Background: an optimization exercise with open tools, aiming at small area. Do not read the settings as production practice.
RTL that was checked went through simulation tests only; none was proved equivalent to the original.
Power figures rest on the tool's default switching activity, not on a simulated workload.

==> flow/design.v <==
package lx_bus_pkg;
  localparam int DATA_WIDTH = 32;
  localparam int ADDR_WIDTH = 32;
  localparam int MSG_WIDTH = 4;
  localparam int CACHE_WORDS = 4;
  localparam int BUS_WORDS = 2;
  localparam int BEATS = CACHE_WORDS / BUS_WORDS;
  localparam int LINE_OFFSET_BITS = 2;
  typedef enum logic [MSG_WIDTH-1:0] {
    NO_REQ     = 4'd0,
    R_REQ      = 4'd1,
    WB_REQ     = 4'd2,
    RFO_BCAST  = 4'd6,
    MEM_RESP   = 4'd10,
    MEM_RESP_S = 4'd11,
    MEM_C_RESP = 4'd12
  } msg_t;
  typedef logic [DATA_WIDTH-1:0] word_t;
  typedef word_t [BUS_WORDS-1:0] beat_t;
  typedef union packed {
    word_t [CACHE_WORDS-1:0] words;
    beat_t [BEATS-1:0] beats;
  } line_t;
  typedef logic beat_index_t;
  typedef enum logic [2:0] {
    IDLE,
    READ_LINE,
    SEND_BEATS,
    RECEIVE,
    WRITE_LINE,
    WAIT_CLEAR
  } state_t;
endpackage
module lx_bus_interface
(
  input  logic                  clock,
  input  logic                  reset,
  input  logic                  req_ready,
  input  lx_bus_pkg::msg_t                  bus_msg_in,
  input  logic [lx_bus_pkg::ADDR_WIDTH-1:0] bus_address_in,
  input  lx_bus_pkg::beat_t                 bus_data_in,
  output lx_bus_pkg::msg_t                  bus_msg_out,
  output logic [lx_bus_pkg::ADDR_WIDTH-1:0] bus_address_out,
  output lx_bus_pkg::beat_t                 bus_data_out,
  input  lx_bus_pkg::msg_t                  cache_msg_in,
  input  lx_bus_pkg::line_t                 cache_data_in,
  output lx_bus_pkg::msg_t                  cache_msg_out,
  output logic [lx_bus_pkg::ADDR_WIDTH-1:0] cache_address_out,
  output lx_bus_pkg::line_t                 cache_data_out
);
  logic idle, aw, rl, crd, crf, sb, wc1, r0, r1, wl, cwr, wcw;
  logic wcr;
  logic rfo;      
  logic bm0;      
  logic [3:0] bmsg, cmsg;
  logic read_request, write_request, accept_rd, accept_wr;
  logic read_done, write_done, bus_idle;
  assign bmsg = bus_msg_in;
  assign cmsg = cache_msg_in;
  assign read_request  = (bmsg == 4'd1) || (bmsg == 4'd6);
  assign write_request = (bmsg == 4'd2);
  assign accept_rd     = idle && req_ready && read_request;
  assign accept_wr     = idle && req_ready && write_request;
  assign read_done     = (cmsg == 4'd10) || (cmsg == 4'd11);
  assign write_done    = (cmsg == 4'd10);
  assign bus_idle      = (bmsg == 4'd0);
  assign wcr           = aw && !idle;
  always_ff @(posedge clock) begin
    if (reset) begin
      idle <= 1'b1;
      aw   <= 1'b1;
      rl   <= 1'b0;
      crd  <= 1'b0;
      crf  <= 1'b0;
      sb   <= 1'b0;
      wc1  <= 1'b0;
      r0   <= 1'b0;
      r1   <= 1'b0;
      wl   <= 1'b0;
      cwr  <= 1'b0;
      wcw  <= 1'b0;
      bm0  <= 1'b0;
    end else begin
      idle <= (idle && !accept_rd && !accept_wr) || ((wc1 || wcr || wcw) && bus_idle);
      aw   <= (idle && !accept_rd && !accept_wr) || wc1 || wcr || (wcw && bus_idle);
      rl   <= accept_rd || (rl && !read_done);
      crd  <= rl && !read_done && !rfo;
      crf  <= rl && !read_done && rfo;
      sb   <= rl && read_done;
      wc1  <= sb;
      r0   <= accept_wr;
      r1   <= r0;
      wl   <= r1 || (wl && !write_done);
      cwr  <= wl && !write_done;
      wcw  <= (wl && write_done) || (wcw && !bus_idle);
      bm0  <= (rl && read_done && cmsg[0]) || (sb && bm0);
    end
  end
  always_ff @(posedge clock) begin
    if (idle) rfo <= (bmsg == 4'd6);
  end
  logic [31:0] addr_n, addr;
  assign addr = ~addr_n;
  always_ff @(posedge clock) begin
    addr_n <= ~((bus_address_in & {32{aw}}) | (addr & {32{!idle}}));
  end
  logic [63:0] lo_n, hi_n, lo, hi;
  logic [63:0] cin_lo, cin_hi;
  assign lo = ~lo_n;
  assign hi = ~hi_n;
  assign cin_lo = cache_data_in[63:0];
  assign cin_hi = cache_data_in[127:64];
  logic ld_lo, ld_hi;
  assign ld_lo = rl || r0;
  assign ld_hi = rl || r1;
  always_ff @(posedge clock) begin
    lo_n <= ~((lo | {64{ld_lo}}) & (cin_lo | {64{!rl}}) & (bus_data_in | {64{!r0}}));
    hi_n <= ~((hi | {64{ld_hi}}) & (cin_hi | {64{!rl}}) & (bus_data_in | {64{!r1}}));
  end
  logic bshow, cshow;
  assign bshow = sb || wc1 || wcw;
  assign cshow = crd || crf || cwr;
  assign bus_msg_out       = lx_bus_pkg::msg_t'({bshow, 1'b0, bshow, bm0});
  assign bus_address_out   = addr & {32{bshow}};
  assign bus_data_out      = (lo & {64{sb}}) | (hi & {64{wc1}});
  assign cache_msg_out     = lx_bus_pkg::msg_t'({1'b0, crf, crf || cwr, crd});
  assign cache_address_out = {addr[31:2] & {30{cshow}}, 2'b00};
  assign cache_data_out    = {hi & {64{cwr}}, lo & {64{cwr}}};
endmodule
clock: 4.0 ns
lec_check: 0
abc_area: 1
cap_margin: 20
core_area: 5 5 175 175
die_area: 0 0 180 180
place_density: 0.85
slew_margin: 20
standard.sh (not shown) runs the stock make flow with config.mk's settings and CLKGATE_MAP_FILE= SYNTH_SCRIPT=/design/flow/synth_recipe.tcl, a recipe that flattens the netlist after the stock synthesis.
==> flow/flow/run.sh <==
#!/bin/bash
# Standard ORFS layout with two changes that only affect how the layout is
# built: the port buffers are the smallest buffer (buf_1) instead of the
# tool's default choice, and clock tree synthesis uses clkbuf_8 buffers and
# inserts no dummy loads.
set -euo pipefail
export BUFFER_PORTS_ARGS="-buffer_cell sky130_fd_sc_hd__buf_1"
export GPL_TIMING_DRIVEN=0
export REMOVE_ABC_BUFFERS=1
export CTS_ARGS="-sink_clustering_enable -repair_clock_nets -dont_use_dummy_load -buf_list sky130_fd_sc_hd__clkbuf_8"
bash standard.sh > standard_flow.log 2>&1
Edit:
==> flow/flow/run.sh (replaced) <==
#!/bin/bash
# Standard ORFS layout, except that the port buffers that buffer_ports inserts
# are the smallest buffer (buf_1) instead of the tool's default choice.
set -euo pipefail
export BUFFER_PORTS_ARGS="-buffer_cell sky130_fd_sc_hd__buf_1"
bash standard.sh > standard_flow.log 2>&1
- PLACE_DENSITY: 0.85 -> default
The new run went through all stages and came out clean.
Combinational power went down slightly.
Area after synthesis does not change.
Clock skew went down by 0.013 ns.
Worst setup slack gets worse by 0.29 ns.
Total power went up by about a fifth.
Edit:
==> flow/flow/run.sh (replaced) <==
#!/bin/bash
# Standard ORFS layout with two changes that only affect how the layout is
# built: the port buffers are the smallest buffer (buf_1) instead of the
# tool's default choice, and clock tree synthesis uses clkbuf_8 buffers and
# inserts no dummy loads.
set -euo pipefail
export BUFFER_PORTS_ARGS="-buffer_cell sky130_fd_sc_hd__buf_1"
export CTS_ARGS="-sink_clustering_enable -repair_clock_nets -dont_use_dummy_load -buf_list sky130_fd_sc_hd__clkbuf_8"
bash standard.sh > standard_flow.log 2>&1
- CORE_AREA: 5 5 175 175 -> 4 4 168 168
- DIE_AREA: 0 0 180 180 -> 0 0 172 172
- PLACE_DENSITY: default -> 0.85
Outcome:
- The changed run completed with no timing, DRC or antenna violations
- design area fell by a few percent
- total power fell by about a fifth
- fmax rose slightly
- setup slack improves by 0.022 ns
- area after synthesis does not change
- sequential power stays flat
- worst hold slack improves by 0.0069 ns
- critical path depth is unchanged
Edit:
- CORE_AREA: 4 4 168 168 -> 5 5 175 175
- DIE_AREA: 0 0 172 172 -> 0 0 180 180
- PLACE_DENSITY: 0.85 -> default
Outcome: Utilization came out lower by 2.6 points; setup slack gets worse by 0.015 ns; via count decreases by 2.4%; synthesized cell count does not change; design area rose by 1.0%; hold slack gets worse by 0.027 ns; global-route usage went down by 0.48 points.


v30:
// lx_bus_interface: RTL as listed in full above, without the edits since
==> flow/config.mk <==
export PLATFORM = sky130hd
export DESIGN_NAME = lx_bus_interface
export DESIGN_NICKNAME = lx_bus_interface
export VERILOG_FILES = /design/flow/design.v
export SDC_FILE = /design/flow/constraint.sdc
export NUM_CORES = 4
export LEC_CHECK = 0
export ABC_AREA = 1
export CAP_MARGIN = 20
export CORE_AREA = 5 5 175 175
export DIE_AREA = 0 0 180 180
export PLACE_DENSITY = 0.85
export SLEW_MARGIN = 20
==> flow/constraint.sdc <==
create_clock -name core_clock -period 4.0 [get_ports {clock}]
set_input_delay 0.8000 -clock core_clock [delete_from_list [all_inputs] [get_ports {clock}]]
set_output_delay 0.8000 -clock core_clock [all_outputs]
set_load 0.01 [all_outputs]
==> flow/flow/run.sh <==
#!/bin/bash
# Standard ORFS layout with two changes that only affect how the layout is
# built: the port buffers are the smallest buffer (buf_1) instead of the
# tool's default choice, and clock tree synthesis uses clkbuf_8 buffers and
# inserts no dummy loads.
set -euo pipefail
export BUFFER_PORTS_ARGS="-buffer_cell sky130_fd_sc_hd__buf_1"
export CTS_ARGS="-sink_clustering_enable -repair_clock_nets -dont_use_dummy_load -buf_list sky130_fd_sc_hd__clkbuf_8"
bash standard.sh > standard_flow.log 2>&1
v30 | status: complete | timing, DRC, antenna: pass
Input-level comparison between v16 and v30:
# v30
export LEC_CHECK = 0
export ABC_AREA = 1
export CAP_MARGIN = 20
export CORE_AREA = 5 5 175 175
export DIE_AREA = 0 0 180 180
export PLACE_DENSITY = 0.85
export SLEW_MARGIN = 20
create_clock -name core_clock -period 4.0 [get_ports {clock}]
# v16
export LEC_CHECK = 0
export ABC_AREA = 1
export CAP_MARGIN = 20
export CORE_AREA = 5 5 175 175
export CTS_CLUSTER_DIAMETER = 100
export CTS_CLUSTER_SIZE = 30
export DIE_AREA = 0 0 180 180
export SLEW_MARGIN = 20
create_clock -name core_clock -period 4.0 [get_ports {clock}]
==> flow/flow/run.sh <==
#!/bin/bash
# Standard ORFS layout, except that the port buffers that buffer_ports inserts
# are the smallest buffer (buf_1) instead of the tool's default choice.
set -euo pipefail
export BUFFER_PORTS_ARGS="-buffer_cell sky130_fd_sc_hd__buf_1"
bash standard.sh > standard_flow.log 2>&1
Findings:
- Looking at the reports, v16 completed the entire flow and the layout it produced met the timing, design-rule and antenna checks.
- As of v16, first-pass GRT wire length had risen slightly compared to v30.
- The lower sequential group share of total power came out of v16.
- Of v30 and v16, the higher register-to-register setup slack belongs to v16.
- The count of placed standard cells including taps was comparable across v30 and v16.
- The core of v16 is more densely filled than that of v30.
- Cmp v30 and v16 / count of clock-buffer cells in the layout / higher: v16
- | sequential portion of the cell area | lower: v16 |
- met3 track utilization from global routing down 1.2 points in v16 wrt v30
- Power: v16 draws more than v30
- Of v30 and v16, v30 shows the lower layout cell share with drive strength beyond 1, with v16 above it.
## Diff of input files: v56 against v16
# v16
export LEC_CHECK = 0
export ABC_AREA = 1
export CAP_MARGIN = 20
export CORE_AREA = 5 5 175 175
export CTS_CLUSTER_DIAMETER = 100
export CTS_CLUSTER_SIZE = 30
export DIE_AREA = 0 0 180 180
export SLEW_MARGIN = 20
create_clock -name core_clock -period 4.0 [get_ports {clock}]
# v56
export LEC_CHECK = 0
export ABC_AREA = 1
export CAP_MARGIN = 20
export CORE_AREA = 5 5 175 175
export DIE_AREA = 0 0 180 180
export PLACE_DENSITY = 0.92
export SLEW_MARGIN = 20
create_clock -name core_clock -period 4.0 [get_ports {clock}]
==> flow/flow/run.sh <==
#!/bin/bash
# Standard ORFS layout with two changes that only affect how the layout is
# built: the port buffers are the smallest buffer (buf_1) instead of the
# tool's default choice, and clock tree synthesis uses clkbuf_8 buffers and
# inserts no dummy loads.
set -euo pipefail
export BUFFER_PORTS_ARGS="-buffer_cell sky130_fd_sc_hd__buf_1"
export CTS_ARGS="-sink_clustering_enable -repair_clock_nets -dont_use_dummy_load -buf_list sky130_fd_sc_hd__clkbuf_8"
bash standard.sh > standard_flow.log 2>&1
### Flow results
Global-route wire length before repair essentially unchanged between v56 and v16. Looking at clock tree buffer count of the final layout, v56 sits 2 lower than v16 does. Placed wire-length estimate after detailed placement grows slightly when moving from v16 to v56. NOTE: cell count in v56 falls short of that of v16. From v16 to v56, critical path depth did not move at all.
Here is what was changed in the inputs of v55 compared with v56.
# v56
export LEC_CHECK = 0
export ABC_AREA = 1
export CAP_MARGIN = 20
export CORE_AREA = 5 5 175 175
export DIE_AREA = 0 0 180 180
export PLACE_DENSITY = 0.92
export SLEW_MARGIN = 20
create_clock -name core_clock -period 4.0 [get_ports {clock}]
# v55
export LEC_CHECK = 0
export ABC_AREA = 1
export CAP_MARGIN = 20
export CORE_AREA = 5 5 175 175
export CTS_BUF_LIST = sky130_fd_sc_hd__clkbuf_8
export DIE_AREA = 0 0 180 180
export PLACE_DENSITY = 0.85
export SLEW_MARGIN = 20
create_clock -name core_clock -period 4.0 [get_ports {clock}]
==> flow/flow/run.sh <==
#!/bin/bash
# Standard ORFS layout, except that the port buffers that buffer_ports inserts
# are the smallest buffer (buf_1) instead of the tool's default choice.
set -euo pipefail
export BUFFER_PORTS_ARGS="-buffer_cell sky130_fd_sc_hd__buf_1"
bash standard.sh > standard_flow.log 2>&1
## What came out
Hold slack, v55 and v56, higher one = v56. Looking at max-slew headroom at the worst pin across both flows, v55 is the stronger of the two, with v56 trailing. Relative to v56, the layout overhead on the synthesized area of v55 is higher by 2.1 points. Re fraction of area in registers: v55 is 0.57 points down on v56. Part of the power in the clock network, v55 and v56: higher on v55. v55 vs. v56: critical path depth essentially unchanged, overall power consumption up 310 uW. Looking at highest-delay cell along the critical path, the sky130_fd_sc_hd__buf_4 result is from v55; the sky130_fd_sc_hd__inv_2 one comes from v56. Fmax: v55 higher than v56. As far as number of well taps goes, v55 and v56 are indistinguishable; the numbers are identical. Total routed wirelength (v55 vs. v56) decreases slightly.
## Diff of input files: v53 against v55
# v55
export LEC_CHECK = 0
export ABC_AREA = 1
export CAP_MARGIN = 20
export CORE_AREA = 5 5 175 175
export CTS_BUF_LIST = sky130_fd_sc_hd__clkbuf_8
export DIE_AREA = 0 0 180 180
export PLACE_DENSITY = 0.85
export SLEW_MARGIN = 20
create_clock -name core_clock -period 4.0 [get_ports {clock}]
# v53
export LEC_CHECK = 0
export ABC_AREA = 1
export CAP_MARGIN = 20
export CORE_AREA = 5 5 175 175
export DIE_AREA = 0 0 180 180
export PLACE_DENSITY = 0.7
export SLEW_MARGIN = 20
create_clock -name core_clock -period 4.0 [get_ports {clock}]
==> flow/flow/run.sh <==
#!/bin/bash
# Standard ORFS layout with two changes that only affect how the layout is
# built: the port buffers are the smallest buffer (buf_1) instead of the
# tool's default choice, and clock tree synthesis uses clkbuf_8 buffers and
# inserts no dummy loads.
set -euo pipefail
export BUFFER_PORTS_ARGS="-buffer_cell sky130_fd_sc_hd__buf_1"
export CTS_ARGS="-sink_clustering_enable -repair_clock_nets -dont_use_dummy_load -buf_list sky130_fd_sc_hd__clkbuf_8"
bash standard.sh > standard_flow.log 2>&1
Findings:
Looking at vias after detailed routing, v53 sits below v55. Measured against each other, v53 and v55 differ in initial antenna violation count, the higher figure coming from v55. The minimum clock period of v53 was inferior to that of v55. Against v55, the final cell area of v53 is lower. Reported for v53 and v55, gate count after technology mapping turned out identical to the last digit. The critical path launch point comes out wc1$_SDFF_PP0_ in one run and sb$_SDFF_PP0_ in the other, namely in v53 and v55 respectively. Fraction of area in multi-input gates for v53 is higher than for v55.


## job 5896
lx_bus_interface, a different RTL version from the one above (not shown whole).
Size: ~860 cells after synthesis, about 170 flip-flops, about 500 I/O pins, roughly 0.0073 mm2 of cells after synthesis.
Settings: LEC_CHECK=0, ABC_AREA=1, CAP_MARGIN=20, CORE_AREA=5 5 175 175, DIE_AREA=0 0 180 180, SLEW_MARGIN=20; clock period 4.0 ns.
run.sh (not shown) runs the stock make flow with config.mk's settings and CLKGATE_MAP_FILE= SYNTH_SCRIPT=/design/flow/synth_recipe.tcl, a recipe that flattens the netlist after the stock synthesis.
Stock flow here: none of the scripts above is used.
diff inputs: job 5896 => job 588
# job 5896
export LEC_CHECK = 0
export ABC_AREA = 1
export CAP_MARGIN = 20
export CORE_AREA = 5 5 175 175
export DIE_AREA = 0 0 180 180
export SLEW_MARGIN = 20
create_clock -name core_clock -period 4.0 [get_ports {clock}]
# job 588
export LEC_CHECK = 0
export ABC_AREA = 1
export CAP_MARGIN = 0
export CORE_AREA = 5 5 175 175
export CTS_BUF_LIST = sky130_fd_sc_hd__clkbuf_8
export DIE_AREA = 0 0 180 180
export SLEW_MARGIN = 0
create_clock -name core_clock -period 4.0 [get_ports {clock}]
==> flow/flow/run.sh (new file) <==
#!/bin/bash
# Standard ORFS layout, except that the port buffers that buffer_ports inserts
# are the smallest buffer (buf_1) instead of the tool's default choice.
set -euo pipefail
export BUFFER_PORTS_ARGS="-buffer_cell sky130_fd_sc_hd__buf_1"
bash standard.sh > standard_flow.log 2>&1
==> flow/standard.sh (new file) <==
#!/bin/bash
# synth_recipe.tcl (not shown) runs the flow's synth.tcl, then flattens the netlist and writes it again
# the make line also repeats each setting of config.mk as NAME=value (left out here)
make -C /OpenROAD-flow-scripts/flow DESIGN_CONFIG=/design/flow/config.mk WORK_HOME=/design/flow/orfs CLKGATE_MAP_FILE= SYNTH_SCRIPT=/design/flow/synth_recipe.tcl "${@:-finish}"
removed: flow/run.sh
==> comparison <==
Comparing job 588 and job 5896, the lower sequential fraction of design power is on job 5896.
After detailed routing, job 5896 needs more wire than job 588.
Post-route fraction of the period consumed by the critical path (lower): job 588
Portion of the layout cell area used by non-clock buffers, job 588 and job 5896, higher one = job 5896.
In the metrics for job 588 and job 5896, the one carrying the higher slack of the critical path is job 588.
Library cell contributing the largest single delay on the critical path: sky130_fd_sc_hd__nor2_2 -> job 588, sky130_fd_sc_hd__inv_1 -> job 5896
Diff job 588 and job 5896: net switching fraction of the power lower in job 5896
Going from job 5896 to job 588, clock period minus final worst setup slack saw a decrease; later-pin clock latency in the skew report has increased.
The following lists how job 1264 was set up differently from job 588:
# job 588
export LEC_CHECK = 0
export ABC_AREA = 1
export CAP_MARGIN = 0
export CORE_AREA = 5 5 175 175
export CTS_BUF_LIST = sky130_fd_sc_hd__clkbuf_8
export DIE_AREA = 0 0 180 180
export SLEW_MARGIN = 0
create_clock -name core_clock -period 4.0 [get_ports {clock}]
# job 1264
export LEC_CHECK = 0
export ABC_AREA = 1
export CAP_MARGIN = 20
export CORE_AREA = 5 5 175 175
export DIE_AREA = 0 0 180 180
export SLEW_MARGIN = 20
create_clock -name core_clock -period 4.0 [get_ports {clock}]
--- outcome ---
- Job 1264 was carried through to the last stage, and its layout satisfied the timing, design-rule and antenna checks.
- | non-clock buffer count | job 1264 vs job 588 | ≈ equal |
- Comparing transition time at the pin with the least slew margin for job 588 and job 1264, the bigger number came from job 588.
- From job 588 to job 1264 the numbers moved as follows: top fanout value on the critical path now larger, setup slack after layout went up, global-route usage flat, wire length reported by the detailed router decreased by 130 um relative to the old numbers.
Function was not checked in any run of this note: the RTL went through the layout flow alone.

-- re-timing with driven ports --
The flow's constraints put no driver on any port. The routed layouts listed below were extracted and timed again, unchanged, in two steps. Step 1 (the two cells are an assumption about what drives the block):
set clk [get_ports {clock}]
set_driving_cell -lib_cell sky130_fd_sc_hd__clkbuf_16 $clk
set_driving_cell -lib_cell sky130_fd_sc_hd__buf_2 [delete_from_list [all_inputs] $clk]
Step 2, shift: input delay + t, output delay - t, t = (earliest + latest rising clock arrival at the registers) / 2. This alone moves slack from input paths to output paths. a / b / c = ideal / step 1 / step 2; a / b = the first two.
| run | t, ns | slack for setup (ns) | clock arrival spread, ns |
|---|---|---|---|
| the first run of note 1 | 0.456 | 1.313 / 1.281 / 1.736 | 0.041 / 0.041 |
| the second run of note 1 | 0.461 | 1.020 / 0.974 / 1.435 | 0.018 / 0.018 |
| the third run of note 1 | 0.473 | 1.042 / 1.002 / 1.474 | 0.047 / 0.047 |
| the fourth run of note 1 | 0.468 | 1.028 / 0.989 / 1.457 | 0.042 / 0.042 |
| v30 | 0.471 | 1.206 / 1.167 / 1.637 | 0.037 / 0.037 |
| v16 | 0.461 | 1.020 / 0.974 / 1.435 | 0.018 / 0.018 |
| v56 | 0.476 | 1.186 / 1.150 / 1.626 | 0.043 / 0.042 |
| v55 | 0.480 | 1.204 / 1.166 / 1.647 | 0.021 / 0.021 |
| v53 | 0.461 | 0.992 / 0.953 / 1.414 | 0.045 / 0.044 |
| job 5896 | 0.473 | 0.836 / 0.784 / 1.257 | 0.019 / 0.019 |
| job 588 | 0.490 | 0.871 / 0.824 / 1.314 | 0.025 / 0.025 |
| job 1264 | 0.468 | 1.249 / 1.198 / 1.666 | 0.021 / 0.020 |
After both steps every run listed still meets setup and hold.
